This design comes from an exercise in tuning for small area, a short achievable clock period and few clock cycles on the open sky130 flow, not from production work.
Where RTL was checked, it was by simulation tests only, not by an equivalence proof against the original.
Only the layout flow was run in runs 1, 2 and 5 to 7; the RTL was not checked for function there.
Power figures rest on the tool's default switching activity, not on a simulated workload.

==> flow/run.sh <==
#!/bin/bash
# Standard layout, with every port buffered by a plain buf_1 instead of the
# cell buffer_ports picks on its own (a slow clkdlybuf4s50_1).
set -euo pipefail
bash standard.sh "BUFFER_PORTS_ARGS=-buffer_cell sky130_fd_sc_hd__buf_1" finish > standard_flow.log 2>&1
==> standard.sh <==
#!/bin/bash
# synth_recipe.tcl (not shown) runs the flow's synth.tcl, then flattens the netlist and writes it again
# the make line also repeats each setting of config.mk as NAME=value (left out here)
make -C /OpenROAD-flow-scripts/flow DESIGN_CONFIG=/design/flow/config.mk WORK_HOME=/design/flow/orfs CLKGATE_MAP_FILE= SYNTH_SCRIPT=/design/flow/synth_recipe.tcl "${@:-finish}"
==> config.mk <==
export PLATFORM = sky130hd
export DESIGN_NAME = mesh_top
export DESIGN_NICKNAME = mesh_top
export VERILOG_FILES = /design/flow/design.v
export SDC_FILE = /design/flow/constraint.sdc
export NUM_CORES = 4
export LEC_CHECK = 0
export CAP_MARGIN = 20
export CORE_MARGIN = 2
export CORE_UTILIZATION = 40
export SETUP_SLACK_MARGIN = 1.6
export SLEW_MARGIN = 20
==> constraint.sdc <==
create_clock -name core_clock -period 3.8 [get_ports {clock}]
set_input_delay 0.7600 -clock core_clock [delete_from_list [all_inputs] [get_ports {clock}]]
set_output_delay 0.7600 -clock core_clock [all_outputs]
set_load 0.01 [all_outputs]
==> design.v <==
module mesh_top (
    input  logic        clock,
    input  logic        reset,
    input  logic        block_all_paths,
    input  logic [3:0]  req_valid,
    input  logic [71:0] req,
    output logic [3:0]  req_ready,
    output logic [3:0]  recv_valid,
    output logic [3:0]  recv_last,
    output logic [7:0]  recv_src,
    output logic [31:0] recv_data
);
    logic [3:0]      s_vld;
    logic [3:0]      s_last;
    logic [3:0][1:0] s_src;
    logic [3:0][7:0] s_data;
    logic [3:0][7:0] s_left;
    logic [3:0][3:0] want;     
    logic [3:0][3:0] grant;    
    logic [3:0]      sink_free;
    always_comb
    begin
        for (int d = 0; d < 4; d++)
        begin
            sink_free[d] = !s_vld[d] || s_last[d];
        end
        for (int s = 0; s < 4; s++)
        begin
            for (int d = 0; d < 4; d++)
            begin
                want[s][d] = (s != d) && req_valid[s] && req[18*s+16 +: 2] == d;
            end
        end
        for (int s = 0; s < 4; s++)
        begin
            for (int d = 0; d < 4; d++)
            begin
                grant[s][d] = want[s][d] && sink_free[d] && !block_all_paths;
                for (int o = 0; o < s; o++)
                begin
                    if (want[o][d])
                        grant[s][d] = 1'b0;
                end
            end
        end
        for (int s = 0; s < 4; s++)
        begin
            req_ready[s] = |grant[s];
        end
    end
    always_ff @(posedge clock)
    begin
        for (int d = 0; d < 4; d++)
        begin
            logic       ld;
            logic [1:0] ls;
            logic [7:0] ll;
            logic [7:0] lf;
            ld = 1'b0;
            ls = 2'd0;
            ll = 8'd0;
            lf = 8'd0;
            for (int s = 0; s < 4; s++)
            begin
                if (grant[s][d])
                begin
                    ld = 1'b1;
                    ls |= s[1:0];
                    ll |= req[18*s+8 +: 8];
                    lf |= req[18*s +: 8];
                end
            end
            if (reset)
            begin
                s_vld[d]  <= 1'b0;
                s_last[d] <= 1'b0;
            end
            else if (ld)
            begin
                s_vld[d]  <= 1'b1;
                s_last[d] <= ll == 8'd1;
            end
            else if (s_last[d])
            begin
                s_vld[d]  <= 1'b0;
                s_last[d] <= 1'b0;
            end
            else if (s_vld[d])
            begin
                s_last[d] <= s_left[d] == 8'd2;
            end
            if (ld)
            begin
                s_src[d]  <= ls;
                s_data[d] <= lf;
                s_left[d] <= ll;
            end
            else
            begin
                s_data[d] <= s_data[d] + 8'd1;
                s_left[d] <= s_left[d] - 8'd1;
            end
        end
    end
    assign recv_valid = s_vld;
    assign recv_last  = s_last;
    for (genvar d = 0; d < 4; d++)
    begin : g_out
        assign recv_src[2*d +: 2]  = s_src[d];
        assign recv_data[8*d +: 8] = s_data[d];
    end
endmodule
==> results by group, run 1 <==
Final layout
  – Multi-input combinational cell area: 2830 sq um
  – Commonest non-fill, non-tap cells in the layout: buf_1 (117), dfxtp_1 (72), a222oi_1 (56), nor2_1 (35), o21ai_1 (34)
  – Commonest non-fill, non-tap cell in the layout: buf_1
  – Diodes inserted: 0
  – Seq. cell area: 1680 sq um
  – Share of cells above drive strength 1: 16.6%
  – Final net count: 720
  – Fill cells: 1063
  – Area Overhead vs Synth: 29.8%
  – Post-route cell area: 5920 sq um

Setup path
  – Worst r2r dst: s_data[21]$_DFF_P_
  – Worst-path cell chain: buf_6, and3b_2, nor3_4, nand2_4, clkinv_8, or3_4, buf_6
  – CP Capture Type: output pin
  – Crit Path Max Fanout: 4
  – Reg2reg start: s_last[2]$_SDFF_PP0_
  – Worst stage delay on the critical path: 0.40 ns
  – Crit-path most repeated cell: buf_6
  – Critical path startpoint category: primary input
  – Worst r2r path cells: 6
  – R2R Setup Slk: 1.72 ns
  – Crit path max-delay cell type: or3_4
  – Crit Path Class: in -> out
  – Critical Path RT: 3.04 ns
  – Worst EP arrival: 1.95 ns

Die
  – Die width: 111 um
  – Die span in y: 111 um
  – Std-Cell Rows: 39
  – Initial core utilization: 40.5%
  – Die area: 12300 sq um
  – Core region area: 11300 sq um
  – # IOs: 131

Hold path
  – Worst hold path depth: 1
  – Class of the worst hold path: reg -> reg
  – Hold_sp: s_data[24]$_DFF_P_
  – Hold path endpoint: s_data[24]$_DFF_P_

Timing
  – Worst Max-Slew Pin Slew: 0.644 ns
  – RSZ-0062 raised after global routing: true
  – Fin. Hold Viols: 0
  – Rel. slew slack: 57.1%
  – Final setup vio count: 0
  – TNS Setup: 0 ns
  – Setup Skew: 0.00419 ns
  – Final setup margin: 1.09 ns
  – Period utilization: 71.4%
  – Post-layout minimum cycle time: 2.71 ns
  – F_max: 369 MHz
  – Slew Viols, Final: 0

Clock network
  – Worst skew pair latency: 0.34 ns
  – CTS Buffer Depth: 2
  – CTS root buf: clkbuf_16
  – TritonCTS buffer count: 9
  – Sink Count: 80
  – Hold buffers post-CTS: 0
  – Depth of the CTS H-tree: 3
  – Worst-path clk slew: 0.06 ns
  – CTS tree: done

Synthesis
  – Ys async rst share: 0%
  – Sequential share of the synthesized area: 36.9%
  – Mapped Nets: 575
  – Post-Syn Area: 4560 sq um
  – Post-Syn Instances: 484
  – Post-synth EDFFs: 8
  – Flops & latches, synth: 80
  – Yosys Warn Count: 1
  – Post-synth cell types: 53
  – Mean post-synth cell area: 9.43 sq um
  – Main synth FF type: dfxtp_1

Status
  – Status: finished clean

Global route
  – Largest net degree at the start of global routing: 27
  – First-pass GRT wire length: 25000 um
  – Global route total overflow: 0
  – Tot GR Track Use: 25.7%
  – Vias in the first global route: 4750
  – Initial antenna violation count: 0

Placement
  – Port Buffers: 130
  – Placement Setup Slack: 0.778 ns
  – Placed Area: 5190 sq um
  – Final Wtd Congestion: 0.900
  – Detail Placement HPWL: 11400 um

Pwr
  – Leakage: 2.16 nW
  – Maximum VDD drop: 311 uV
  – Final Power: 3.70 mW
  – Total power per unit cell area: 624 nW/um^2

Run
  – Max Cap Viol: 0

Route
  – DRT antenna net count: 0
  – Via-to-Cell Ratio: 6.40
  – DRT iter0 DRCs: 885
  – WL final: 16700 um
  – Vias: 4974
  – # DRC: 0
  – Drt first pass iters: 13
  – Per-cell routed wire length: 21.5 um
-- power breakdown --
| part | total, mW | internal [mW] | switching [mW] |
|---|---|---|---|
| Sequential | 1.54 | 1.20 | 0.338 |
| Combinational | 1.22 | 0.581 | 0.642 |
| Clock | 0.934 | 0.579 | 0.355 |
-- cell usage after synthesis (2+ instances only) --
cell | count | area (sq um)
dfxtp_1 | 72 | 1440
a222oi_1 | 56 | 561
nor2_1 | 35 | 131
o21ai_1 | 34 | 170
xnor2_1 | 27 | 236
xor2_1 | 20 | 175
nand3_1 | 19 | 95.1
buf_2 | 18 | 90.1
inv_1 | 15 | 56.3
nand2_1 | 15 | 56.3
a21oi_1 | 13 | 65.1
ha_1 | 12 | 150
and3_1 | 10 | 62.6
nor4_1 | 10 | 62.6
edfxtp_1 | 8 | 240
nor3_1 | 8 | 40.0
o21ai_0 | 8 | 40.0
or4_1 | 8 | 60.1
mux2i_1 | 7 | 70.1
nand3b_1 | 7 | 52.6
buf_6 | 6 | 67.6
a211o_1 | 5 | 43.8
a22o_1 | 5 | 43.8
a22oi_1 | 5 | 37.5
clkbuf_1 | 5 | 18.8
o211ai_1 | 5 | 37.5
or3_1 | 5 | 31.3
nor2b_1 | 4 | 25.0
nor3b_1 | 4 | 30.0
nor4b_1 | 4 | 35.0
or2_2 | 4 | 25.0
a221o_1 | 3 | 30.0
and3b_1 | 3 | 26.3
a21oi_2 | 2 | 17.5
buf_4 | 2 | 15.0
nor3b_4 | 2 | 37.5
o2111ai_1 | 2 | 17.5
-- sequential cells by signal, indices dropped and copies added (netlist names) --
name	cells
s_data	32
s_src	8
s_last	4
s_vld	4
s_left	32
-- worst max-delay path: cells and delay by family --
| kind | cells | cell delay [ns] |
|---|---|---|
| buf+inv | 3 | 0.28 |
| simple gates | 4 | 0.90 |
-- per-stage QoR --
stage / utilization [%] / std cells / hold WS, ns
after CTS: 51.1 / 766 / 0.502
after floorplan: - / 484 / 0.463
after detailed placement: 46.1 / 737 / 0.488
final: 52.6 / 777 / 0.493
after global routing: 52.6 / 777 / 0.548
after global placement: 46.1 / 737 / 0.478
-- metal layers --
layer / routed length (um) / global-route usage (%) / share of wire, % / vias to the layer above
met3: 1970 / 7.27 / 12 / 55
met2: 7380 / 39.6 / 44 / 346
met4: 646 / 12.3 / 3.9 / 0
met1: 6730 / 33.3 / 40 / 2367
met5: 0 / 0 / 0 / -
li1: - / - / - / 2206
-- cell type report --
type,count,share of cell area [%]
Clock inverter,6,1.56
Tap cell,143,3.02
Inverter,16,1.22
Multi-Input combinational cell,359,47.7
Sequential cell,80,28.4
Timing Repair Buffer,163,14.2
Clock buffer,10,3.86
-- cell families after synthesis --
family	synth area share [%]
compound gates	24.3
mux	1.54
flops	36.9
simple gates	19.5
buf+inv	5.51
fa+ha+maj	3.29
xor+xnor	9.02
-- how the worst max path moves through the flow --
| stage | end | from | slack, ns | cells after the start |
|---|---|---|---|---|
| after CTS | req_ready[3] | req[34] | 1.08 | 6 |
| final | req_ready[3] | req[17] | 1.09 | 7 |
| after detailed placement | req_ready[3] | block_all_paths | 0.78 | 6 |
| after global routing | req_ready[3] | req[35] | 1.07 | 6 |
| after global placement | req_ready[3] | block_all_paths | 0.79 | 6 |
| after floorplan | req_ready[2] | req_valid[0] | 1.18 | 5 |
-- what timing repair did --
item / in CTS / in global routing
pin swaps: 7 / 12
gates cloned: 4 / 2
setup buffers: 9 / 9
setup endpoints to repair: 80 / 26
resized for setup: 46 / 23
==> run 2, diff against run 1 <==
--- a/design.v
+++ b/design.v
@@ -15,27 +15,34 @@
     logic [3:0][1:0] s_src;
     logic [3:0][7:0] s_data;
     logic [3:0][7:0] s_left;
+    logic [3:0]      ready;
+    logic [3:0][3:0] aim;      
+    logic [3:0][3:0] take;     
     logic [3:0][3:0] want;     
     logic [3:0][3:0] grant;    
-    logic [3:0]      sink_free;
+    logic [3:0]      load;
+    logic [3:0]      free_next;
     always_comb
     begin
+        for (int s = 0; s < 4; s++)
+        begin
+            for (int d = 0; d < 4; d++)
+            begin
+                aim[s][d]  = (s != d) && req_valid[s] && req[18*s+16 +: 2] == d;
+                take[s][d] = aim[s][d] && ready[s];
+                want[s][d] = aim[s][d] && !ready[s];
+            end
+        end
         for (int d = 0; d < 4; d++)
         begin
-            sink_free[d] = !s_vld[d] || s_last[d];
+            load[d] = take[0][d] || take[1][d] || take[2][d] || take[3][d];
+            free_next[d] = !load[d] && (!s_vld[d] || s_last[d] || s_left[d] == 8'd2);
         end
         for (int s = 0; s < 4; s++)
         begin
             for (int d = 0; d < 4; d++)
             begin
-                want[s][d] = (s != d) && req_valid[s] && req[18*s+16 +: 2] == d;
-            end
-        end
-        for (int s = 0; s < 4; s++)
-        begin
-            for (int d = 0; d < 4; d++)
-            begin
-                grant[s][d] = want[s][d] && sink_free[d] && !block_all_paths;
+                grant[s][d] = want[s][d] && free_next[d] && !block_all_paths;
                 for (int o = 0; o < s; o++)
                 begin
                     if (want[o][d])
@@ -43,28 +50,31 @@
                 end
             end
         end
+    end
+    always_ff @(posedge clock)
+    begin
         for (int s = 0; s < 4; s++)
         begin
-            req_ready[s] = |grant[s];
+            if (reset)
+                ready[s] <= 1'b0;
+            else
+                ready[s] <= |grant[s];
         end
     end
     always_ff @(posedge clock)
     begin
         for (int d = 0; d < 4; d++)
         begin
-            logic       ld;
             logic [1:0] ls;
             logic [7:0] ll;
             logic [7:0] lf;
-            ld = 1'b0;
             ls = 2'd0;
             ll = 8'd0;
             lf = 8'd0;
             for (int s = 0; s < 4; s++)
             begin
-                if (grant[s][d])
+                if (take[s][d])
                 begin
-                    ld = 1'b1;
                     ls |= s[1:0];
                     ll |= req[18*s+8 +: 8];
                     lf |= req[18*s +: 8];
@@ -75,7 +85,7 @@
                 s_vld[d]  <= 1'b0;
                 s_last[d] <= 1'b0;
             end
-            else if (ld)
+            else if (load[d])
             begin
                 s_vld[d]  <= 1'b1;
                 s_last[d] <= ll == 8'd1;
@@ -89,7 +99,7 @@
             begin
                 s_last[d] <= s_left[d] == 8'd2;
             end
-            if (ld)
+            if (load[d])
             begin
                 s_src[d]  <= ls;
                 s_data[d] <= lf;
@@ -102,6 +112,7 @@
             end
         end
     end
+    assign req_ready  = ready;
     assign recv_valid = s_vld;
     assign recv_last  = s_last;
     for (genvar d = 0; d < 4; d++)
==> flow/run.sh (replaced) <==
#!/bin/bash
# Standard layout with two changes: every port is buffered by a plain buf_1
# (buffer_ports otherwise picks a slow clkdlybuf4s50_1), and clock tree
# synthesis adds no dummy load cells.
set -euo pipefail
bash standard.sh \
    "BUFFER_PORTS_ARGS=-buffer_cell sky130_fd_sc_hd__buf_1" \
    "CTS_ARGS=-sink_clustering_enable -repair_clock_nets -dont_use_dummy_load" \
    finish > standard_flow.log 2>&1
--- a/config.mk
+++ b/config.mk
@@ -8,5 +8,5 @@
 export CAP_MARGIN = 20
 export CORE_MARGIN = 2
 export CORE_UTILIZATION = 40
-export SETUP_SLACK_MARGIN = 1.6
+export SETUP_SLACK_MARGIN = 2.0
 export SLEW_MARGIN = 20
==> run 2 against run 1 <==
  * Critical path type is now in -> reg
  * Register-to-register slack gained 0.23 ns
  * Wire length grew 9.6%
  * Combinational power grew 9.8%
  * Still clean
==> results by group, run 2 <==
Global route
  – Global route total overflow: 0 (unchanged)
  – First-pass GRT wire length: 26400 um (+5.6%)
  – Initial antenna violation count: 0 (unchanged)
  – Largest net degree at the start of global routing: 26 (-3.7%)
  – Vias in the first global route: 5102 (+7.4%)
  – Tot GR Track Use: 27.0% (+1.3 points)

Synthesis
  – Yosys Warn Count: 1 (unchanged)
  – Synth cell count leaders: dfxtp_1 (76), nand2_1 (49), a21oi_1 (37), a222oi_1 (37), o21ai_0 (32)
  – Mean post-synth cell area: 8.67 sq um (-8.0%)
  – Post-Syn Instances: 534 (+10%)
  – Sequential share of the synthesized area: 38.0% (+1.2 points)
  – Mapped Nets: 625 (+8.7%)
  – Ys async rst share: 0% (unchanged)
  – Most frequent cell after synthesis: dfxtp_1
  – Post-Syn Area: 4630 sq um (+1.5%)
  – Dominant cells by area after synthesis: dfxtp_1 (33%), a222oi_1 (8.0%), edfxtp_1 (5.2%)
  – Main synth FF type: dfxtp_1
  – Post-synth cell types: 51 (-3.8%)
  – Cell taking the most area after synthesis: dfxtp_1
  – Flops & latches, synth: 84 (+5.0%)
  – Top cell type's share of synthesized area: 32.9% (+1.3 points)
  – Post-synth EDFFs: 8 (unchanged)

Route
  – Drt first pass iters: 8 (-5)
  – DRT iter0 DRCs: 922 (+4.2%)
  – Vias: 5435 (+9.3%)
  – Via-to-Cell Ratio: 6.27 (-2.1%)
  – Per-cell routed wire length: 21.1 um (-1.8%)
  – DRT antenna net count: 0 (unchanged)
  – WL final: 18300 um (+9.6%)
  – # DRC: 0 (unchanged)

Final layout
  – Post-route cell area: 6730 sq um (+14%)
  – Final net count: 817 (+13%)
  – Area Overhead vs Synth: 45.2%
  – Share of cells above drive strength 1: 23.9% (+7.3 points)
  – Commonest non-fill, non-tap cells in the layout: buf_1 (117), dfxtp_1 (76), buf_4 (48), nand2_1 (46), a222oi_1 (37)
  – Diodes inserted: 0 (unchanged)
  – Largest regs: s_data (32), s_left (32), s_src (8)
  – Commonest non-fill, non-tap cell in the layout: buf_1

Pwr
  – Total power per unit cell area: 553 nW/um^2 (-11%)
  – Maximum VDD drop: 317 uV (+1.7%)
  – Final Power: 3.72 mW (+0.61%)
  – Flop pwr share: 43.9% (+2.2 points)
  – Clock power frac: 20.1% (-5.2 points)
  – NetSw: 1.38 mW (+3.7%)
  – Leakage: 2.57 nW (+19%)
  – Switching part of the total: 37.2% (+1.1 points)
  – Comb pwr share: 36.0% (+2.9 points)
  – Pint: 2.34 mW (-1.1%)

Die
  – Initial core utilization: 40.7% (+0.25 points)
  – Die area: 12500 sq um (+1.4%)
  – Std-Cell Rows: 39 (unchanged)
  – Die span in y: 112 um (+0.71%)
  – Core region area: 11400 sq um (+0.87%)
  – # IOs: 131 (unchanged)
  – Die width: 112 um (+0.71%)

Setup path
  – Worst EP arrival: 2.11 ns (+0.16 ns)
  – Worst r2r path cells: 7 (+1)
  – R2R Setup Slk: 1.95 ns (+0.23 ns)
  – CP Capture Type: flop
  – Crit Path Max Fanout: 5 (+1)
  – Critical path startpoint category: primary input
  – Critical Path RT: 4.01 ns (+0.97 ns)
  – Crit Path Class: in -> reg

Placement
  – Final Wtd Congestion: 0.978 (+8.6%)
  – Detail Placement HPWL: 12400 um (+8.3%)
  – Port Buffers: 130 (unchanged)
  – Placed Area: 5340 sq um (+2.9%)

Timing
  – Rel. slew slack: 54.2% (-2.8 points)
  – RSZ-0062 raised after global routing: true
  – F_max: 525 MHz (+42%)
  – Slew Viols, Final: 0 (unchanged)
  – Final setup vio count: 0 (unchanged)
  – Worst Max-Slew Pin Slew: 0.677 ns (+0.0327 ns)
  – Setup Skew: 0.0136 ns (+0.00938 ns)
  – TNS Setup: 0 ns (unchanged)
  – Period utilization: 50.1% (-21 points)
  – Fin. Hold Viols: 0 (unchanged)
  – Post-layout minimum cycle time: 1.90 ns (-0.808 ns)

Status
  – Status: finished clean

Clock network
  – Depth of the CTS H-tree: 3 (unchanged)
  – CTS root buf: clkbuf_16
  – Worst-path clk slew: 0.07 ns (about the same)
  – Sink Count: 84 (+5.0%)
  – CTS Buffer Depth: 2 (unchanged)
  – CTS tree: done
  – Hold buffers post-CTS: 0 (unchanged)
  – Worst skew pair latency: 0.34 ns (about the same)
  – TritonCTS buffer count: 9 (unchanged)

Hold path
  – Class of the worst hold path: reg -> reg
  – Worst hold path depth: 1 (unchanged)

Run
  – Max Cap Viol: 0 (unchanged)
run 2: cell count changes after synthesis, moves of 12 or more:
| cell | previous run | this run |
|---|---|---|
| a22oi_1 | 5 | 17 |
| clkbuf_1 | 5 | 28 |
| a21oi_1 | 13 | 37 |
| buf_2 | 18 | 1 |
| a222oi_1 | 56 | 37 |
| nand2_1 | 15 | 49 |
| o21ai_1 | 34 | 0 |
| o21ai_0 | 8 | 32 |
run 2: stage by stage:
step	hold slack, ns	worst slack, ns	instances	utilization (%)
after floorplan	0.435	1.70	534	-
after global placement	0.465	1.12	786	47.0
after detailed placement	0.481	1.05	786	47.0
after CTS	0.485	1.92	843	54.9
after global routing	0.500	1.84	867	59.2
final	0.484	1.90	867	59.2
run 2: final cells by class:
type / count / area (sq um)
Fill cell: 1010 / 4640
Multi-Input combinational cell: 405 / 3030
Sequential cell: 84 / 1760
Timing Repair Buffer: 210 / 1460
Clock buffer: 9 / 225
Tap cell: 143 / 179
Inverter: 16 / 72.6
run 2: layer usage:
layer | part of all wire, % | routed length (um) | GRT usage [%]
met5 | 0 | 0 | 0
met4 | 4.4 | 799 | 11.6
met3 | 11 | 1960 | 6.42
met2 | 45 | 8170 | 43.9
met1 | 40 | 7400 | 34.4
run 2: worst paths after layout:
kind                                           from              endpoint
worst max-delay path                   req_valid[2]    s_data[14]$_DFF_P_
worst min-delay path             s_left[24]$_DFF_P_    s_left[24]$_DFF_P_
worst max register to register  ready[3]$_SDFF_PP0_  s_last[0]$_SDFF_PP0_
worst min register to register   s_left[24]$_DFF_P_    s_left[24]$_DFF_P_
run 2: cell families after synthesis:
group / synth area share [%]
simple gates: 20.6
compound gates: 25.0
flops: 38.0
buf+inv: 4.21
xor+xnor: 8.70
fa+ha+maj: 3.24
mux: 0.216
run 2: timing repair:
action	CTS	global route
pin swaps	31	33
endpoints found under the setup margin	79	35
cloned	3	6
buffers inserted	45	18
resized for setup	82	70
run 2: power by group through the flow:
stage | Clock (mW) | Combinational [mW] | Sequential [mW]
global placement | 0 | 1.22 | 1.61
finish | 0.746 | 1.34 | 1.63
detailed placement | 0 | 1.24 | 1.62
CTS | 0.751 | 1.28 | 1.61
global route | 0.788 | 1.49 | 1.68
floorplan | 0 | 0.818 | 1.64
run 2: critical path: stages:
cell and delay, ns:
buf_8 0.10, and4b_1 0.23, buf_12 0.15, buf_16 0.13, buf_4 0.14, buf_12 0.12, a222oi_1 0.35, o21ai_1 0.14
==> run 3, diff against run 2 <==
--- a/design.v
+++ b/design.v
@@ -15,9 +15,7 @@
     logic [3:0][1:0] s_src;
     logic [3:0][7:0] s_data;
     logic [3:0][7:0] s_left;
-    logic [3:0]      ready;
-    logic [3:0][3:0] aim;      
-    logic [3:0][3:0] take;     
+    logic [3:0][3:0] take;
     logic [3:0][3:0] want;     
     logic [3:0][3:0] grant;    
     logic [3:0]      load;
@@ -26,11 +24,11 @@
     begin
         for (int s = 0; s < 4; s++)
         begin
+            req_ready[s] = |take[s];
             for (int d = 0; d < 4; d++)
             begin
-                aim[s][d]  = (s != d) && req_valid[s] && req[18*s+16 +: 2] == d;
-                take[s][d] = aim[s][d] && ready[s];
-                want[s][d] = aim[s][d] && !ready[s];
+                want[s][d] = (s != d) && req_valid[s] && !req_ready[s]
+                             && req[18*s+16 +: 2] == d;
             end
         end
         for (int d = 0; d < 4; d++)
@@ -55,19 +53,24 @@
     begin
         for (int s = 0; s < 4; s++)
         begin
-            if (reset)
-                ready[s] <= 1'b0;
-            else
-                ready[s] <= |grant[s];
+            for (int d = 0; d < 4; d++)
+            begin
+                if (s == d || reset)
+                    take[s][d] <= 1'b0;
+                else
+                    take[s][d] <= grant[s][d];
+            end
         end
     end
     always_ff @(posedge clock)
     begin
         for (int d = 0; d < 4; d++)
         begin
+            logic       lv;
             logic [1:0] ls;
             logic [7:0] ll;
             logic [7:0] lf;
+            lv = 1'b0;
             ls = 2'd0;
             ll = 8'd0;
             lf = 8'd0;
@@ -75,6 +78,7 @@
             begin
                 if (take[s][d])
                 begin
+                    lv |= req_valid[s];
                     ls |= s[1:0];
                     ll |= req[18*s+8 +: 8];
                     lf |= req[18*s +: 8];
@@ -87,8 +91,8 @@
             end
             else if (load[d])
             begin
-                s_vld[d]  <= 1'b1;
-                s_last[d] <= ll == 8'd1;
+                s_vld[d]  <= lv;
+                s_last[d] <= lv && ll == 8'd1;
             end
             else if (s_last[d])
             begin
@@ -112,7 +116,6 @@
             end
         end
     end
-    assign req_ready  = ready;
     assign recv_valid = s_vld;
     assign recv_last  = s_last;
     for (genvar d = 0; d < 4; d++)
==> run 3 against run 2 <==
  * Non-clock buffer count down 18
  * Setup slack better by 0.031 ns
  * Sequential cell count up 8
  * First-iteration DRC count up 4.0%
  * Clock power down 0.8%
  * Area after synthesis up 2.3%
  * Cell count down 6.8%
  * Sequential power up 4%
  * Worst hold slack better by 0.021 ns
  * Clock-buffer cell count unchanged
  * Synthesized cell count down 6.7%
==> results by group, run 3 <==
Timing
  – Slew Viols, Final: 0 (unchanged)
  – Fin. Hold Viols: 0 (unchanged)
  – Worst Max-Slew Pin Slew: 0.660 ns (-0.0167 ns)
  – Final setup margin: 1.93 ns (+0.0309 ns)
  – Final setup vio count: 0 (unchanged)
  – TNS Setup: 0 ns (unchanged)
  – Setup Skew: 0.00631 ns (-0.00726 ns)
  – RSZ-0062 raised after global routing: true
  – Period utilization: 49.3% (-0.81 points)
  – F_max: 534 MHz (+1.7%)
  – Rel. slew slack: 56.0% (+1.7 points)
  – Post-layout minimum cycle time: 1.87 ns (-0.0309 ns)

Run
  – Max Cap Viol: 0 (unchanged)

Die
  – Die width: 113 um (+1.1%)
  – # IOs: 131 (unchanged)
  – Std-Cell Rows: 39 (unchanged)
  – Die span in y: 113 um (+1.1%)
  – Die area: 12700 sq um (+2.2%)
  – Initial core utilization: 41.3% (+0.57 points)
  – Core region area: 11500 sq um (+0.86%)

Setup path
  – Critical Path End: req_ready[3]
  – Worst r2r dst: s_last[3]$_SDFF_PP0_
  – Crit Path Class: reg -> out
  – Crit Path Max Fanout: 3 (-2)
  – Critical path startpoint category: flop
  – CP Capture Type: output pin
  – Worst EP arrival: 1.11 ns (-1.00 ns)
  – Critical Path Source: take[13]$_SDFF_PP0_
  – Worst r2r path cells: 6 (-1)
  – R2R Setup Slk: 1.99 ns (+0.04 ns)
  – Reg2reg start: take[11]$_SDFF_PP0_
  – Critical Path RT: 3.04 ns (-0.97 ns)

Final layout
  – Share of cells above drive strength 1: 18.3% (-5.5 points)
  – Commonest non-fill, non-tap cells in the layout: buf_1 (117), dfxtp_1 (72), a222oi_1 (67), buf_4 (60), o21ai_0 (44)
  – Final net count: 758 (-7.2%)
  – Area Overhead vs Synth: 29.0%
  – Diodes inserted: 0 (unchanged)
  – Commonest non-fill, non-tap cell in the layout: buf_1
  – Largest regs: s_data (32), s_left (32), take (12)

Clock network
  – Sink Count: 92 (+9.5%)
  – Hold buffers post-CTS: 0 (unchanged)
  – Worst-path clk slew: 0.06 ns (about the same)
  – Worst skew pair latency: 0.34 ns (about the same)
  – Depth of the CTS H-tree: 3 (unchanged)
  – CTS root buf: clkbuf_16
  – CTS tree: done
  – CTS Buffer Depth: 2 (unchanged)
  – TritonCTS buffer count: 9 (unchanged)

Route
  – DRT iter0 DRCs: 959 (+4.0%)
  – Via-to-Cell Ratio: 6.26 (about the same)
  – # DRC: 0 (unchanged)
  – Drt first pass iters: 9 (+1)
  – Vias: 5061 (-6.9%)
  – Per-cell routed wire length: 21.5 um (+1.5%)
  – DRT antenna net count: 0 (unchanged)
  – WL final: 17300 um (-5.4%)

Synthesis
  – Post-synth EDFFs: 8 (unchanged)
  – Sequential share of the synthesized area: 40.6% (+2.5 points)
  – Post-Syn Area: 4740 sq um (+2.3%)
  – Mapped Nets: 589 (-5.8%)
  – Yosys Warn Count: 1 (unchanged)
  – Dominant cells by area after synthesis: dfxtp_1 (36%), a222oi_1 (14%), xor2_1 (5.9%)
  – Mean post-synth cell area: 9.51 sq um (+9.7%)
  – Main synth FF type: dfxtp_1
  – Post-Syn Instances: 498 (-6.7%)
  – Synth cell count leaders: dfxtp_1 (84), a222oi_1 (67), o21ai_0 (44), nor2_1 (34), xor2_1 (32)
  – Post-synth cell types: 50 (-2.0%)
  – Most frequent cell after synthesis: dfxtp_1
  – Top cell type's share of synthesized area: 35.5% (+2.7 points)
  – Ys async rst share: 0% (unchanged)
  – Cell taking the most area after synthesis: dfxtp_1
  – Flops & latches, synth: 92 (+9.5%)

Hold path
  – Class of the worst hold path: reg -> reg

Status
  – Status: finished clean

Placement
  – Placement Setup Slack: 1.55 ns (+0.494 ns)
  – Detail Placement HPWL: 11800 um (-4.5%)
  – Final Wtd Congestion: 0.887 (-9.2%)
  – Port Buffers: 130 (unchanged)

Global route
  – Top Usage Layer GRT: met2
  – Initial antenna violation count: 0 (unchanged)
  – Global route total overflow: 0 (unchanged)
  – Tot GR Track Use: 26.4% (-0.65 points)
  – Met2 usage: 44.7% (+0.73 points)
  – Vias in the first global route: 4665 (-8.6%)
  – GR Util met1: 32.2% (-2.2 points)
  – Met3 usage: 6.86% (+0.43 points)
  – First-pass GRT wire length: 25700 um (-2.7%)
  – Largest net degree at the start of global routing: 25 (-3.8%)

Pwr
  – Leakage: 2.29 nW (-11%)
  – Total power per unit cell area: 595 nW/um^2 (+7.6%)
  – Maximum VDD drop: 333 uV (+5.2%)
-- run 3: cell families (layout without fill, tap and decap cells) --
group | after synthesis | count (layout) | synth area share [%]
AOI/OAI and AO/OA | 140 | 140 | 22.8
xor gates and xnor gates | 47 | 47 | 8.69
adders and majority gates | 12 | 12 | 3.17
buffers and inverters | 52 | 218 | 5.73
DFF | 92 | 92 | 40.6
muxes | 8 | 8 | 1.69
and+or+nand+nor | 147 | 148 | 17.3
-- run 3: area by class of cell --
cell class | instances | area (sq um)
clock buffer | 9 | 225
timing repair buffer | 192 | 1020
multi-input combinational | 355 | 2650
sequential | 92 | 1970
timing repair inverter | 1 | 5.00
inverter | 16 | 63.8
fill | 1108 | 5360
tap | 143 | 179
-- run 3: report_power, final --
part           internal, mW  switching [mW]  total (mW)  leakage, nW
Clock                 0.416           0.323       0.740        0.111
Sequential             1.34           0.362        1.70        0.783
Combinational         0.550           0.643        1.19         1.40
-- run 3: worst min path at each step --
| stage | startpoint | end | slack (ns) | cells past startpoint |
|---|---|---|---|---|
| detailed placement | s_data[8]$_DFF_P_ | s_data[8]$_DFF_P_ | 0.49 | 1 |
| finish | s_left[24]$_DFF_P_ | s_left[24]$_DFF_P_ | 0.50 | 1 |
| floorplan | take[14]$_SDFF_PP0_ | s_src[5]$_SDFFCE_PP1N_ | 0.42 | 0 |
| CTS | s_left[24]$_DFF_P_ | s_left[24]$_DFF_P_ | 0.51 | 1 |
| global route | s_data[16]$_DFF_P_ | s_data[16]$_DFF_P_ | 0.53 | 1 |
| global placement | s_data[8]$_DFF_P_ | s_data[8]$_DFF_P_ | 0.47 | 1 |
-- run 3: critical path, stage by stage, from the launching register on --
cell	delay (ns)
dfxtp_4	0.36
nor3_4	0.22
inv_1	0.07
buf_1	0.13
-- run 3: what timing repair did --
action,4_1_cts,5_1_grt
gates cloned,1,1
setup endpoints to repair,92,12
resized for setup,39,38
pin swaps,11,25
buffers inserted,39,23
-- run 3: per-stage QoR --
step                      hold slack (ns)  power [mW]  cells  util, %  cell area [sq um]
after global routing                0.533        3.90    808     53.3               6110
after CTS                           0.507        3.61    784     50.9               5830
after global placement              0.467        2.82    735     45.3               5190
final                               0.504        3.63    808     53.3               6110
after detailed placement            0.491        2.85    735     45.3               5190
after floorplan                     0.422        2.45    498        -               4740
-- run 3: layer usage --
layer  vias to the layer above  wire [um]
met1                      2436       6590
li1                       2291          -
met2                       288       8410
met5                         -          0
met4                         0        616
met3                        46       1710
Testbench counts of run 3, summed over its fixed seeds: cycles 11,356.
==> run 4, diff against run 3 <==
--- a/flow/run.sh
+++ b/flow/run.sh
@@ -5,5 +5,5 @@
 set -euo pipefail
 bash standard.sh \
     "BUFFER_PORTS_ARGS=-buffer_cell sky130_fd_sc_hd__buf_1" \
-    "CTS_ARGS=-sink_clustering_enable -repair_clock_nets -dont_use_dummy_load" \
+    "CTS_ARGS=-sink_clustering_enable -repair_clock_nets -dont_use_dummy_load -buf_list sky130_fd_sc_hd__clkbuf_8" \
     finish > standard_flow.log 2>&1
==> run 4 against run 3 <==
  * Still clean
  * Clock power decreased by 31%
  * Via count decreased by 0.26%
  * Non-clock buffer count decreased by 5
  * Setup slack got worse by 0.059 ns
  * Core utilization decreased by 1.9 points
==> results by group, run 4 <==
Synthesis
  – Yosys Warn Count: 1 (unchanged)
  – Post-Syn Instances: 498 (unchanged)
  – Mean post-synth cell area: 9.51 sq um (unchanged)
  – Mapped Nets: 589 (unchanged)
  – Post-synth cell types: 50 (unchanged)
  – Top cell type's share of synthesized area: 35.5% (unchanged)
  – Synth cell count leaders: dfxtp_1 (84), a222oi_1 (67), o21ai_0 (44), nor2_1 (34), xor2_1 (32)
  – Main synth FF type: dfxtp_1
  – Ys async rst share: 0% (unchanged)
  – Dominant cells by area after synthesis: dfxtp_1 (36%), a222oi_1 (14%), xor2_1 (5.9%)
  – Most frequent cell after synthesis: dfxtp_1
  – Cell taking the most area after synthesis: dfxtp_1
  – Sequential share of the synthesized area: 40.6% (unchanged)
  – Flops & latches, synth: 92 (unchanged)
  – Post-Syn Area: 4740 sq um (unchanged)
  – Post-synth EDFFs: 8 (unchanged)

Clock network
  – Depth of the CTS H-tree: 3 (unchanged)
  – Hold buffers post-CTS: 0 (unchanged)
  – Sink Count: 92 (unchanged)
  – CTS Buffer Depth: 2 (unchanged)
  – CTS tree: done
  – CTS root buf: clkbuf_8
  – Worst-path clk slew: 0.08 ns (+0.02 ns)
  – TritonCTS buffer count: 9 (unchanged)
  – Worst skew pair latency: 0.36 ns (+0.02 ns)

Global route
  – Tot GR Track Use: 26.7% (+0.33 points)
  – First-pass GRT wire length: 26000 um (+1.3%)
  – Global route total overflow: 0 (unchanged)
  – Vias in the first global route: 4651 (-0.30%)
  – Largest net degree at the start of global routing: 25 (unchanged)
  – Initial antenna violation count: 0 (unchanged)

Timing
  – TNS Setup: 0 ns (unchanged)
  – Setup Skew: 0.0111 ns (+0.00480 ns)
  – Final setup vio count: 0 (unchanged)
  – Fin. Hold Viols: 0 (unchanged)
  – Final setup margin: 1.87 ns (-0.0592 ns)
  – Post-layout minimum cycle time: 1.93 ns (+0.0592 ns)
  – Worst Max-Slew Pin Slew: 0.699 ns (+0.0389 ns)
  – RSZ-0062 raised after global routing: true
  – Rel. slew slack: 53.4% (-2.6 points)
  – Slew Viols, Final: 0 (unchanged)
  – F_max: 518 MHz (-3.1%)
  – Period utilization: 50.8% (+1.6 points)

Setup path
  – Reg2reg start: take[14]$_SDFF_PP0_
  – Crit Path Class: reg -> out
  – Worst r2r path cells: 3 (-3)
  – Worst-path cell chain: nor3_4, inv_1, buf_1
  – Critical path depth in cells: 3 (unchanged)
  – Worst r2r dst: take[14]$_SDFF_PP0_
  – Crit path max-delay family: flip-flops
  – CP Capture Type: output pin
  – Critical path startpoint category: flop
  – Worst stage delay on the critical path: 0.38 ns (+0.02 ns)
  – Crit Path Max Fanout: 4 (+1)
  – Worst path buffer plus inverter count: 2 (unchanged)
  – R2R Setup Slk: 1.93 ns (-0.06 ns)
  – Critical Path Source: take[14]$_SDFF_PP0_
  – Crit path max-delay cell type: dfxtp_4
  – Critical Path End: req_ready[3]
  – Critical Path RT: 3.04 ns (about the same)
  – Worst EP arrival: 1.17 ns (+0.06 ns)

Hold path
  – Class of the worst hold path: reg -> reg

Route
  – Vias: 5048 (-0.26%)
  – DRT antenna net count: 0 (unchanged)
  – Via-to-Cell Ratio: 6.29 (+0.36%)
  – # DRC: 0 (unchanged)
  – DRT iter0 DRCs: 983 (+2.5%)
  – Per-cell routed wire length: 21.6 um (+0.61%)
  – WL final: 17300 um (about the same)
  – Drt first pass iters: 9 (unchanged)

Placement
  – Detail Placement HPWL: 11800 um (unchanged)
  – Placement Setup Slack: 1.55 ns (unchanged)
  – Final Wtd Congestion: 0.887 (unchanged)
  – Port Buffers: 130 (unchanged)

Die
  – Die area: 12700 sq um (unchanged)
  – Die span in y: 113 um (unchanged)
  – # IOs: 131 (unchanged)
  – Die width: 113 um (unchanged)
  – Std-Cell Rows: 39 (unchanged)
  – Core region area: 11500 sq um (unchanged)
  – Initial core utilization: 41.3% (unchanged)

Final layout
  – Area Overhead vs Synth: 24.4%
  – Final net count: 753 (-0.66%)
  – Commonest non-fill, non-tap cell in the layout: buf_1
  – Largest regs: s_data (32), s_left (32), take (12)
  – Final Core Density: 51.4% (-1.9 points)
  – Diodes inserted: 0 (unchanged)
  – Share of cells above drive strength 1: 16.2% (-2.1 points)
  – Commonest non-fill, non-tap cells in the layout: buf_1 (127), dfxtp_1 (70), a222oi_1 (67), buf_4 (56), o21ai_0 (44)

Pwr
  – Total power per unit cell area: 576 nW/um^2 (-3.2%)
  – Leakage: 2.17 nW (-5.2%)
  – Maximum VDD drop: 311 uV (-6.7%)
  – Final Power: 3.39 mW (-6.6%)

Run
  – Max Cap Viol: 0 (unchanged)

Status
  – Status: finished clean
==> run 4: cell types whose count changed in the layout (fill, tap and decap cells not counted), moves of 2 or more <==
cell,previous run,this run
buf_4,60,56
clkbuf_8,0,9
clkbuf_2,7,2
buf_1,117,127
buf_6,5,1
dfxtp_2,0,2
dfxtp_1,72,70
clkbuf_16,9,0
==> run 4: metrics by stage <==
stage / cell area (sq um) / std cells / hold WS [ns]
after detailed placement: 5190 / 735 / 0.491
final: 5890 / 803 / 0.499
after global routing: 5890 / 803 / 0.531
after floorplan: 4740 / 498 / 0.422
after global placement: 5190 / 735 / 0.467
after CTS: 5760 / 790 / 0.508
==> run 4: worst reg2reg max path, cell delays in order, from the launching register on <==
cell	delay, ns
dfxtp_4	0.38
or3_2	0.72
a2111o_1	0.49
nor3_1	0.19
==> run 4: cell families after synthesis <==
logic type,synth area share (%)
adder cells (fa/ha/maj),3.17
multiplexers,1.69
AND/OR/NAND/NOR,17.3
buffers and inverters,5.73
AO/OA/AOI/OAI,22.8
flip-flops,40.6
XOR/XNOR,8.69
==> run 4: worst min path at each step <==
stage / to / cells after the start / from / slack [ns]
after floorplan: s_src[5]$_SDFFCE_PP1N_ / 0 / take[14]$_SDFF_PP0_ / 0.42
after global placement: s_data[8]$_DFF_P_ / 1 / s_data[8]$_DFF_P_ / 0.47
after detailed placement: s_data[8]$_DFF_P_ / 1 / s_data[8]$_DFF_P_ / 0.49
after CTS: s_data[8]$_DFF_P_ / 1 / s_data[8]$_DFF_P_ / 0.51
after global routing: s_data[24]$_DFF_P_ / 1 / s_data[24]$_DFF_P_ / 0.53
final: s_data[8]$_DFF_P_ / 1 / s_data[8]$_DFF_P_ / 0.50
==> run 4: cell type report <==
cell class	count	area [sq um]
Clock buffer	9	124
Timing Repair Buffer	187	923
Fill cell	1146	5580
Multi-Input combinational cell	355	2630
Tap cell	143	179
Sequential cell	92	1970
Timing Repair inverter	1	5.00
Inverter	16	63.8
==> run 4: power breakdown <==
group | internal [mW] | switching [mW]
clock network | 0.212 | 0.301
logic | 0.542 | 0.639
registers | 1.34 | 0.360
total | 2.09 | 1.30
==> run 4: what timing repair did <==
| item | CTS | global route |
|---|---|---|
| gates cloned | 2 | 0 |
| pin swaps | 14 | 15 |
| resized for setup | 39 | 9 |
| endpoints found under the setup margin | 93 | 14 |
| buffers inserted | 44 | 13 |
==> run 4: per-layer routing <==
layer | wire length, um | track usage, %
met4 | 649 | 10.7
met1 | 6580 | 33.7
met3 | 1780 | 6.00
met5 | 0 | 0
met2 | 8320 | 44.4
==> run 5, diff against run 4 <==
--- a/design.v
+++ b/design.v
@@ -16,6 +16,7 @@
     logic [3:0][7:0] s_data;
     logic [3:0][7:0] s_left;
     logic [3:0][3:0] take;
+    logic [3:0]      ready;    
     logic [3:0][3:0] want;     
     logic [3:0][3:0] grant;    
     logic [3:0]      load;
@@ -24,10 +25,9 @@
     begin
         for (int s = 0; s < 4; s++)
         begin
-            req_ready[s] = |take[s];
             for (int d = 0; d < 4; d++)
             begin
-                want[s][d] = (s != d) && req_valid[s] && !req_ready[s]
+                want[s][d] = (s != d) && req_valid[s] && !ready[s]
                              && req[18*s+16 +: 2] == d;
             end
         end
@@ -53,6 +53,7 @@
     begin
         for (int s = 0; s < 4; s++)
         begin
+            ready[s] <= !reset && |grant[s];
             for (int d = 0; d < 4; d++)
             begin
                 if (s == d || reset)
@@ -116,6 +117,7 @@
             end
         end
     end
+    assign req_ready  = ready;
     assign recv_valid = s_vld;
     assign recv_last  = s_last;
     for (genvar d = 0; d < 4; d++)
--- a/config.mk
+++ b/config.mk
@@ -8,5 +8,5 @@
 export CAP_MARGIN = 20
 export CORE_MARGIN = 2
 export CORE_UTILIZATION = 40
-export SETUP_SLACK_MARGIN = 2.0
+export SETUP_SLACK_MARGIN = 2.2
 export SLEW_MARGIN = 20
==> run 5 against run 4 <==
  * Via count is 6.3% higher
  * Non-clock buffer count up 35
  * Global-route usage increased by 0.58 points
  * First-iteration DRC count decreased by 12%
  * Critical path type is now in -> reg
==> results by group, run 5 <==
Synthesis
  – Yosys Warn Count: 1 (unchanged)
  – Mapped Nets: 588 (-0.17%)
  – Sequential share of the synthesized area: 41.3% (+0.71 points)
  – Top cell type's share of synthesized area: 36.3% (+0.83 points)
  – Dominant cells by area after synthesis: dfxtp_1 (36%), a222oi_1 (14%), xor2_1 (6.0%)
  – Mean post-synth cell area: 9.76 sq um (+2.6%)
  – Post-synth cell types: 55 (+10%)
  – Synth cell count leaders: dfxtp_1 (88), a222oi_1 (68), xor2_1 (33), nor2_1 (28), o21ai_0 (23)
  – Ys async rst share: 0% (unchanged)
  – Flops & latches, synth: 96 (+4.3%)
  – Post-Syn Instances: 497 (-0.20%)
  – Post-synth EDFFs: 8 (unchanged)
  – Post-Syn Area: 4850 sq um (+2.4%)
  – Most frequent cell after synthesis: dfxtp_1
  – Cell taking the most area after synthesis: dfxtp_1
  – Main synth FF type: dfxtp_1

Final layout
  – Final net count: 788 (+4.6%)
  – Area Overhead vs Synth: 43.2%
  – Diodes inserted: 0 (unchanged)
  – Commonest non-fill, non-tap cell in the layout: buf_4
  – Largest regs: s_data (32), s_left (32), take (12)
  – Share of cells above drive strength 1: 39.6% (+23 points)
  – Seq. cell area: 2120 sq um (+7.7%)
  – Multi-input combinational cell area: 2830 sq um (+7.7%)
  – Commonest non-fill, non-tap cells in the layout: buf_4 (81), a222oi_1 (68), buf_1 (60), buf_6 (58), dfxtp_2 (41)
  – Fill cells: 1068 (-6.8%)

Route
  – DRT iter0 DRCs: 865 (-12%)
  – Per-cell routed wire length: 22.0 um (+1.9%)
  – Vias: 5367 (+6.3%)
  – Drt first pass iters: 14 (+5)
  – DRT antenna net count: 0 (unchanged)
  – Via-to-Cell Ratio: 6.37 (+1.4%)
  – # DRC: 0 (unchanged)
  – WL final: 18500 um (+6.8%)

Die
  – # IOs: 131 (unchanged)
  – Die width: 114 um (+1.1%)
  – Die area: 13000 sq um (+2.3%)
  – Die span in y: 114 um (+1.1%)
  – Initial core utilization: 40.7% (-0.59 points)
  – Core region area: 11900 sq um (+3.9%)
  – Std-Cell Rows: 40 (+2.6%)

Pwr
  – Clock power frac: 12.9% (-2.2 points)
  – Comb pwr share: 44.0% (+9.2 points)
  – Final Power: 4.15 mW (+22%)
  – Leakage: 2.70 nW (+24%)
  – Pint: 2.65 mW (+27%)
  – Maximum VDD drop: 375 uV (+21%)
  – NetSw: 1.50 mW (+15%)
  – Switching part of the total: 36.1% (-2.2 points)
  – Total power per unit cell area: 598 nW/um^2 (+3.8%)
  – Flop pwr share: 43.1% (-7.0 points)

Timing
  – Slew Viols, Final: 0 (unchanged)
  – Setup Skew: 0.0141 ns (+0.00301 ns)
  – F_max: 549 MHz (+6.0%)
  – Period utilization: 47.9% (-2.9 points)
  – Fin. Hold Viols: 0 (unchanged)
  – TNS Setup: 0 ns (unchanged)
  – Worst Max-Slew Pin Slew: 0.603 ns (-0.0960 ns)
  – Final setup margin: 1.98 ns (+0.110 ns)
  – Final setup vio count: 0 (unchanged)
  – Post-layout minimum cycle time: 1.82 ns (-0.110 ns)
  – RSZ-0062 raised after global routing: true
  – Rel. slew slack: 59.8% (+6.4 points)

Placement
  – Detail Placement HPWL: 11900 um (+1.1%)
  – Placement Setup Slack: 1.17 ns (-0.375 ns)
  – Final Wtd Congestion: 0.874 (-1.6%)
  – Port Buffers: 130 (unchanged)

Clock network
  – CTS root buf: clkbuf_8
  – Sink Count: 96 (+4.3%)
  – CTS Buffer Depth: 2 (unchanged)
  – Worst skew pair latency: 0.36 ns (about the same)
  – Worst-path clk slew: 0.08 ns (about the same)
  – TritonCTS buffer count: 9 (unchanged)
  – CTS tree: done
  – Hold buffers post-CTS: 0 (unchanged)
  – Depth of the CTS H-tree: 3 (unchanged)

Global route
  – Initial antenna violation count: 0 (unchanged)
  – Global route total overflow: 0 (unchanged)
  – Largest net degree at the start of global routing: 28 (+12%)
  – Vias in the first global route: 5097 (+9.6%)
  – Tot GR Track Use: 27.3% (+0.58 points)
  – First-pass GRT wire length: 27400 um (+5.2%)

Setup path
  – Worst-path cell chain: buf_6, a222oi_1, buf_4, nand4b_1, or4_4, o31ai_2
  – CP Capture Type: flop
  – Worst stage delay on the critical path: 0.50 ns (+0.12 ns)
  – Critical path startpoint category: primary input
  – Crit path max-delay cell type: or4_4
  – Crit Path Class: in -> reg
  – Crit Path Max Fanout: 3 (-1)
  – Worst EP arrival: 2.08 ns (+0.91 ns)
  – Critical Path RT: 4.06 ns (+1.02 ns)

Run
  – Max Cap Viol: 0 (unchanged)

Status
  – Status: finished clean

Hold path
  – Class of the worst hold path: reg -> reg
-- run 5: timing repair --
action	in CTS	in global routing
setup endpoints to repair	147	60
pin swaps	35	24
cloned	1	1
buffers inserted	68	22
gates resized for setup	160	96
-- run 5: cell type report --
cell class / instances / area share [%]
timing repair inverter: 1 / 0.108
tap: 147 / 2.65
clock buffer: 9 / 1.78
inverter: 12 / 0.739
multi-input combinational: 355 / 40.7
timing repair buffer: 222 / 23.5
sequential: 96 / 30.5
-- run 5: final timing paths --
kind	startpoint	end	slack, ns	cells after the start
setup reg to reg	take[6]$_SDFF_PP0_	s_last[2]$_SDFF_PP0_	2.02	5
setup / recovery	req[28]	s_last[2]$_SDFF_PP0_	1.98	6
hold / removal	s_data[16]$_DFF_P_	s_data[16]$_DFF_P_	0.48	1
hold reg to reg	s_data[16]$_DFF_P_	s_data[16]$_DFF_P_	0.48	1
-- run 5: cells by family after synthesis --
logic type / count (synthesis) / synth area share [%]
adders and majority gates: 12 / 3.10
buffers and inverters: 47 / 4.23
and+or+nand+nor: 147 / 18.7
AOI/OAI and AO/OA: 137 / 21.9
DFF: 96 / 41.3
muxes: 10 / 2.06
xor gates and xnor gates: 48 / 8.67
-- run 5: power groups by stage --
stage,Clock [mW],Sequential (mW),Combinational [mW]
3_5_place_dp,0,1.76,1.16
2_1_floorplan,0,1.76,0.765
5_1_grt,0.586,1.82,2.01
6_report,0.538,1.79,1.82
4_1_cts,0.542,1.73,1.59
3_3_place_gp,0,1.76,1.13
-- run 5: metrics by stage --
step / hold slack, ns / utilization [%] / cell area (sq um) / cells
4_1_cts: 0.481 / 53.9 / 6410 / 819
3_3_place_gp: 0.477 / 45.4 / 5400 / 741
3_5_place_dp: 0.494 / 45.4 / 5400 / 741
2_1_floorplan: 0.403 / - / 4880 / 497
6_report: 0.476 / 58.3 / 6940 / 842
5_1_grt: 0.489 / 58.3 / 6940 / 842
-- run 5: routing by layer --
| layer | share of wire, % | global-route usage, % |
|---|---|---|
| met2 | 45 | 43.7 |
| met3 | 12 | 3.97 |
| met4 | 3.4 | 11.6 |
| met5 | 0 | 0 |
| met1 | 39 | 36.9 |
-- run 5: critical path: cells and delay by family --
family / cells / cell delay, ns
simple gates: 2 / 0.61
buf+inv: 2 / 0.29
compound gates: 2 / 0.42
==> run 6, diff against run 5 <==
--- a/design.v
+++ b/design.v
@@ -68,10 +68,12 @@
         for (int d = 0; d < 4; d++)
         begin
             logic       lv;
+            logic       l1;
             logic [1:0] ls;
             logic [7:0] ll;
             logic [7:0] lf;
             lv = 1'b0;
+            l1 = 1'b0;
             ls = 2'd0;
             ll = 8'd0;
             lf = 8'd0;
@@ -80,6 +82,7 @@
                 if (take[s][d])
                 begin
                     lv |= req_valid[s];
+                    l1 |= req[18*s+8 +: 8] == 8'd1;
                     ls |= s[1:0];
                     ll |= req[18*s+8 +: 8];
                     lf |= req[18*s +: 8];
@@ -93,7 +96,7 @@
             else if (load[d])
             begin
                 s_vld[d]  <= lv;
-                s_last[d] <= lv && ll == 8'd1;
+                s_last[d] <= lv && l1;
             end
             else if (s_last[d])
             begin
==> run 6 against run 5 <==
  * Wire length increased by 3.1%
  * Still clean on timing, DRC and antenna
  * Power increased by 3.0%
  * Global-route usage increased by 1.2 points
  * Non-clock buffer count decreased by 22
  * Cell count increased by 1.9%
  * Critical path type is now reg -> out
  * Sequential share of layout area decreased by 0.55 points
  * Critical endpoint is now recv_src[1]
==> results by group, run 6 <==
Global route
  – Initial antenna violation count: 0 (unchanged)
  – Global route total overflow: 0 (unchanged)
  – Vias in the first global route: 5278 (+3.6%)
  – Largest net degree at the start of global routing: 24 (-14%)
  – First-pass GRT wire length: 28700 um (+4.8%)
  – Tot GR Track Use: 28.5% (+1.2 points)

Final layout
  – Commonest non-fill, non-tap cell in the layout: a222oi_1
  – Finished Layout Cells: 858 (+1.9%)
  – Area Overhead vs Synth: 42.4%
  – Largest regs: s_data (32), s_left (32), take (12)
  – Share of cells above drive strength 1: 37.2% (-2.3 points)
  – Post-route cell area: 7050 sq um (+1.5%)
  – Commonest non-fill, non-tap cells in the layout: a222oi_1 (68), buf_1 (65), buf_4 (64), buf_6 (43), dfxtp_2 (39)
  – Fill cells: 1093 (+2.3%)
  – Final Core Density: 58.5% (+0.17 points)
  – Final net count: 783 (-0.63%)
  – Diodes inserted: 0 (unchanged)

Timing
  – F_max: 580 MHz (+5.7%)
  – Slew Viols, Final: 0 (unchanged)
  – Final setup vio count: 0 (unchanged)
  – Fin. Hold Viols: 0 (unchanged)
  – Final setup margin: 2.08 ns (+0.0977 ns)
  – Rel. slew slack: 61.8% (+2.0 points)
  – RSZ-0062 raised after global routing: true
  – Setup Skew: 0.0209 ns (+0.00681 ns)
  – Post-layout minimum cycle time: 1.72 ns (-0.0977 ns)
  – Worst Max-Slew Pin Slew: 0.573 ns (-0.0305 ns)
  – TNS Setup: 0 ns (unchanged)
  – Final hold slack: 0.505 ns (+0.0289 ns)
  – Period utilization: 45.4% (-2.6 points)

Pwr
  – Leakage: 2.65 nW (-1.7%)
  – Total power per unit cell area: 606 nW/um^2 (+1.4%)
  – Comb pwr share: 45.0% (+1.0 points)
  – Flop pwr share: 42.1% (-1.0 points)
  – NetSw: 1.58 mW (+5.7%)
  – Switching part of the total: 37.1% (+0.95 points)
  – Clock power frac: 12.9% (about the same)
  – Final Power: 4.28 mW (+3.0%)
  – Maximum VDD drop: 412 uV (+10%)
  – Pint: 2.69 mW (+1.4%)

Die
  – # IOs: 131 (unchanged)
  – Core region area: 12100 sq um (+1.3%)
  – Die span in y: 115 um (+1.0%)
  – Die width: 115 um (+1.0%)
  – Initial core utilization: 41.1% (+0.35 points)
  – Std-Cell Rows: 40 (unchanged)
  – Die area: 13300 sq um (+2.1%)

Run
  – Max Cap Viol: 0 (unchanged)

Setup path
  – Reg2reg start: s_left[20]$_DFF_P_
  – Worst r2r dst: ready[1]$_DFF_P_
  – Crit Path Max Fanout: 1 (-2)
  – Worst stage delay on the critical path: 0.43 ns (-0.07 ns)
  – Worst-path cell chain: clkbuf_2
  – R2R Setup Slk: 2.12 ns (+0.10 ns)
  – CP Capture Type: output pin
  – Critical path startpoint category: flop
  – Worst path buffer plus inverter count: 1 (-1)
  – Crit path max-delay cell type: edfxtp_1
  – Worst r2r path cells: 5 (unchanged)
  – Crit path max-delay family: flip-flops
  – Crit Path Class: reg -> out
  – Critical Path RT: 3.04 ns (-1.02 ns)
  – Worst EP arrival: 0.96 ns (-1.12 ns)

Synthesis
  – Post-synthesis compound-gate area fraction: 21.7% (-0.26 points)
  – Mean post-synth cell area: 9.67 sq um (-0.85%)
  – Largest family of logic cells by synthesized area: compound AO/OA/AOI/OAI gates
  – Main synth FF type: dfxtp_1
  – Post-synth cell types: 48 (-13%)
  – Post-synth EDFFs: 8 (unchanged)
  – Synth cell count leaders: dfxtp_1 (88), a222oi_1 (68), nand3_1 (35), nor2_1 (32), xor2_1 (30)
  – Post-Syn Instances: 512 (+3.0%)
  – Post-Synth Simple-Gate Area: 18.1% (-0.60 points)
  – Yosys Warn Count: 1 (unchanged)
  – Ys async rst share: 0% (unchanged)
  – Post-Synth Adder-Cell Area: 3.03% (-0.065 points)
  – Mapped Nets: 603 (+2.6%)
  – Xor-xnor portion of the synthesized cell area: 8.31% (-0.36 points)
  – Most frequent cell after synthesis: dfxtp_1
  – Top cell type's share of synthesized area: 35.6% (-0.76 points)
  – Cell taking the most area after synthesis: dfxtp_1
  – Flops & latches, synth: 96 (unchanged)
  – Dominant cells by area after synthesis: dfxtp_1 (36%), a222oi_1 (14%), xor2_1 (5.3%)
  – Post-Syn Area: 4950 sq um (+2.1%)
  – Sequential share of the synthesized area: 40.4% (-0.87 points)
  – Post-synthesis mux area share: 4.24% (+2.2 points)

Clock network
  – Worst skew pair latency: 0.38 ns (+0.02 ns)
  – TritonCTS buffer count: 9 (unchanged)
  – CTS root buf: clkbuf_8
  – Depth of the CTS H-tree: 3 (unchanged)
  – CTS tree: done
  – Sink Count: 96 (unchanged)
  – CTS Buffer Depth: 2 (unchanged)
  – Worst-path clk slew: 0.08 ns (about the same)
  – Hold buffers post-CTS: 0 (unchanged)

Route
  – Vias: 5350 (-0.32%)
  – DRT iter0 DRCs: 731 (-15%)
  – DRT antenna net count: 0 (unchanged)
  – Via-to-Cell Ratio: 6.24 (-2.2%)
  – Drt first pass iters: 11 (-3)
  – # DRC: 0 (unchanged)
  – Per-cell routed wire length: 22.3 um (+1.2%)
  – WL final: 19100 um (+3.1%)

Status
  – Status: finished clean

Placement
  – Port Buffers: 130 (unchanged)
  – Final Wtd Congestion: 0.898 (+2.7%)
  – Detail Placement HPWL: 13000 um (+8.5%)
  – Placed Area: 5700 sq um (+5.5%)
  – Placement Setup Slack: 1.40 ns (+0.228 ns)
  – Placed cells: 782 (+5.5%)

Hold path
  – Hold path endpoint: s_left[16]$_DFF_P_
  – Worst hold path depth: 1 (unchanged)
  – Class of the worst hold path: reg -> reg
  – Hold_sp: s_left[16]$_DFF_P_
run 6: area by class of cell:
class	count	area, sq um	share of cell area [%]
Timing Repair Buffer	200	1410	20.0
Multi-Input combinational cell	365	3100	44.0
Sequential cell	96	2110	30.0
Inverter	19	85.1	1.21
Timing Repair inverter	1	7.51	0.106
Tap cell	168	210	2.98
Clock buffer	9	124	1.76
run 6: timing repair:
item                                    in CTS  in global routing
setup buffers                               46                 18
pin swaps                                   10                 25
endpoints found under the setup margin     135                 81
cloned                                       2                  1
resized for setup                          167                 75
run 6: cells by family after synthesis:
logic type | count (synthesis)
buffers and inverters | 52
XOR/XNOR | 47
multiplexers | 21
AO/OA/AOI/OAI | 131
flip-flops | 96
adder cells (fa/ha/maj) | 12
AND/OR/NAND/NOR | 153
run 6: metal layers:
layer / vias to the layer above / track usage (%) / routed length, um
met4: 0 / 14.7 / 945
met2: 356 / 46.6 / 8850
li1: 2386 / - / -
met3: 68 / 5.06 / 1780
met5: - / 0 / 0
met1: 2540 / 36.0 / 7510
run 6: worst max path at each step:
stage	slack, ns	start	cells past startpoint	endpoint
6_report	2.08	s_src[1]$_SDFFCE_PP1P_	1	recv_src[1]
4_1_cts	2.07	s_src[1]$_SDFFCE_PP1P_	1	recv_src[1]
3_5_place_dp	1.40	take[3]$_SDFF_PP0_	4	ready[2]$_DFF_P_
2_1_floorplan	2.10	req[34]	4	ready[2]$_DFF_P_
3_3_place_gp	1.49	take[3]$_SDFF_PP0_	4	ready[2]$_DFF_P_
5_1_grt	2.05	s_src[1]$_SDFFCE_PP1P_	1	recv_src[1]
run 6: power by group through the flow:
stage	Combinational [mW]	Sequential, mW	Clock, mW
after global routing	2.11	1.84	0.604
after detailed placement	1.21	1.77	0
final	1.92	1.80	0.552
after floorplan	0.778	1.77	0
after CTS	1.74	1.77	0.561
after global placement	1.18	1.76	0
==> run 7, diff against run 6 <==
--- a/config.mk
+++ b/config.mk
@@ -10,3 +10,4 @@
 export CORE_UTILIZATION = 40
 export SETUP_SLACK_MARGIN = 2.2
 export SLEW_MARGIN = 20
+export TNS_END_PERCENT = 0
==> run 7 against run 6 <==
  * Via count down 6.2%
  * Register-to-register slack about the same
  * Combinational power down 35%
  * Clock skew up 0.0038 ns
  * Sequential cell count unchanged
  * Die area unchanged
  * Critical path depth up 4
  * Critical path type is now in -> reg
  * Highest routed layer unchanged
==> results by group, run 7 <==
Timing
  – Rel. slew slack: 63.3% (+1.5 points)
  – Post-layout minimum cycle time: 1.69 ns (-0.0317 ns)
  – RSZ-0062 raised after global routing: true
  – Final setup vio count: 0 (unchanged)
  – Period utilization: 44.5% (-0.83 points)
  – Worst Max-Slew Pin Slew: 0.546 ns (-0.0263 ns)
  – F_max: 591 MHz (+1.9%)
  – Slew Viols, Final: 0 (unchanged)
  – Fin. Hold Viols: 0 (unchanged)
  – TNS Setup: 0 ns (unchanged)
  – Setup Skew: 0.0248 ns (+0.00383 ns)

Global route
  – Vias in the first global route: 4768 (-9.7%)
  – Global route total overflow: 0 (unchanged)
  – Tot GR Track Use: 25.6% (-2.9 points)
  – First-pass GRT wire length: 25800 um (-9.9%)
  – Largest net degree at the start of global routing: 24 (unchanged)
  – Initial antenna violation count: 0 (unchanged)

Synthesis
  – Yosys Warn Count: 1 (unchanged)
  – Post-Synth Simple-Gate Area: 18.1% (unchanged)
  – Mapped Nets: 603 (unchanged)
  – Cell taking the most area after synthesis: dfxtp_1
  – Largest family of logic cells by synthesized area: compound AO/OA/AOI/OAI gates
  – Post-Syn Area: 4950 sq um (unchanged)
  – Post-synth cell types: 48 (unchanged)
  – Post-Synth Adder-Cell Area: 3.03% (unchanged)
  – Mean post-synth cell area: 9.67 sq um (unchanged)
  – Ys async rst share: 0% (unchanged)
  – Post-synth EDFFs: 8 (unchanged)
  – Xor-xnor portion of the synthesized cell area: 8.31% (unchanged)
  – Main synth FF type: dfxtp_1
  – Flops & latches, synth: 96 (unchanged)
  – Post-Syn Instances: 512 (unchanged)
  – Top cell type's share of synthesized area: 35.6% (unchanged)
  – Synth cell count leaders: dfxtp_1 (88), a222oi_1 (68), nand3_1 (35), nor2_1 (32), xor2_1 (30)
  – Most frequent cell after synthesis: dfxtp_1
  – Post-synthesis compound-gate area fraction: 21.7% (unchanged)
  – Post-synthesis mux area share: 4.24% (unchanged)
  – Dominant cells by area after synthesis: dfxtp_1 (36%), a222oi_1 (14%), xor2_1 (5.3%)
  – Sequential share of the synthesized area: 40.4% (unchanged)

Route
  – Per-cell routed wire length: 21.4 um (-4.0%)
  – Drt first pass iters: 10 (-1)
  – Via-to-Cell Ratio: 6.27 (+0.51%)
  – DRT antenna net count: 0 (unchanged)
  – Vias: 5020 (-6.2%)
  – # DRC: 0 (unchanged)
  – DRT iter0 DRCs: 834 (+14%)
  – WL final: 17100 um (-10%)

Die
  – Core region area: 12100 sq um (unchanged)
  – Die width: 115 um (unchanged)
  – Initial core utilization: 41.1% (unchanged)
  – Die area: 13300 sq um (unchanged)
  – Die span in y: 115 um (unchanged)
  – Std-Cell Rows: 40 (unchanged)
  – # IOs: 131 (unchanged)

Clock network
  – CTS Buffer Depth: 2 (unchanged)
  – Sink Count: 96 (unchanged)
  – Depth of the CTS H-tree: 3 (unchanged)
  – Worst skew pair latency: 0.37 ns (about the same)
  – CTS root buf: clkbuf_8
  – CTS tree: done
  – Worst-path clk slew: 0.08 ns (about the same)
  – TritonCTS buffer count: 9 (unchanged)

Run
  – Max Cap Viol: 0 (unchanged)

Setup path
  – CP Capture Type: flop
  – Critical Path RT: 4.07 ns (+1.03 ns)
  – Crit Path Class: in -> reg
  – Crit Path Max Fanout: 4 (+3)
  – Worst EP arrival: 1.97 ns (+1.01 ns)
  – Critical path startpoint category: primary input

Final layout
  – Post-route cell area: 5950 sq um (-16%)
  – Final Core Density: 49.3% (-9.1 points)
  – Diodes inserted: 0 (unchanged)
  – Largest regs: s_data (32), s_left (32), take (12)
  – Final net count: 726 (-7.3%)
  – Commonest non-fill, non-tap cells in the layout: buf_1 (116), a222oi_1 (68), dfxtp_1 (62), nand3_1 (35), nor2_1 (32)
  – Area Overhead vs Synth: 20.2%
  – Commonest non-fill, non-tap cell in the layout: buf_1
  – Share of cells above drive strength 1: 15.3% (-22 points)

Hold path
  – Class of the worst hold path: reg -> reg

Status
  – Status: finished clean

Pwr
  – Total power per unit cell area: 597 nW/um^2 (-1.6%)
  – Maximum VDD drop: 297 uV (-28%)
  – Leakage: 2.07 nW (-22%)

Placement
  – Placed Area: 5630 sq um (-1.2%)
  – Final Wtd Congestion: 0.974 (+8.5%)
  – Detail Placement HPWL: 12600 um (-2.9%)
  – Port Buffers: 130 (unchanged)
[run 7: cell counts after synthesis]
No cell type changed its count.
[run 7: path summary, 6_finish.rpt]
path	start	endpoint	slack, ns	cells past startpoint
worst max register to register	s_left[20]$_DFF_P_	ready[3]$_DFF_P_	2.11	4
worst min register to register	s_data[8]$_DFF_P_	s_data[8]$_DFF_P_	0.47	1
worst min-delay path	s_data[8]$_DFF_P_	s_data[8]$_DFF_P_	0.47	1
worst max-delay path	req[68]	s_last[2]$_SDFF_PP0_	2.11	5
[run 7: routing by layer]
metal / vias to the layer above / global-route usage (%) / share of wire, %
li1: 2271 / - / -
met2: 321 / 41.6 / 46
met3: 43 / 3.85 / 9.0
met1: 2385 / 33.6 / 42
met5: - / 0 / 0
met4: 0 / 11.8 / 3.2
[run 7: timing repair]
item / in CTS / in global routing
hold buffers: 0 / 0
pin swaps: 5 / 1
setup endpoints to repair: 134 / 84
gates cloned: 2 / 0
buffers inserted: 5 / 3
gates resized for setup: 58 / 0
[run 7: cells by family after synthesis]
group	after synthesis
flops	96
xor+xnor	47
mux	21
simple gates	153
fa+ha+maj	12
buf+inv	52
compound gates	131
[run 7: layout make-up]
type,instances,area (sq um)
Clock buffer,9,124
Sequential cell,96,2040
Timing Repair Buffer,143,607
Tap cell,168,210
Fill cell,1158,6110
Multi-Input combinational cell,365,2880
Inverter,19,80.1
Timing Repair inverter,1,7.51
[run 7: power breakdown]
part           switching, mW  total, mW  internal, mW
logic                  0.667       1.24         0.571
clock network          0.322      0.535         0.213
registers              0.377       1.78          1.40
total                   1.37       3.55          2.19
[run 7: worst max-delay path: stages]
cell,delay [ns]
buf_1,0.15
nor4_2,0.45
nand3_1,0.14
a311o_1,0.38
o31ai_2,0.08
[run 7: metrics by stage]
| stage | std cells | worst slack, ns | power (mW) | hold WS, ns |
|---|---|---|---|---|
| final | 801 | 2.11 | 3.55 | 0.472 |
| after global routing | 801 | 2.03 | 3.82 | 0.501 |
| after CTS | 798 | 2.12 | 3.56 | 0.474 |
| after detailed placement | 782 | 1.43 | 2.96 | 0.479 |
| after global placement | 782 | 1.46 | 2.92 | 0.476 |
| after floorplan | 512 | 2.10 | 2.55 | 0.403 |

Re-timed with assumed drivers on the ports (clkbuf_16 on the clock, buf_2 on other inputs), run 7 has 2.090 ns of setup slack against 2.108 ns with ideal ports, and 1.725 ns once port delays also move by the mid clock arrival of 0.394 ns.
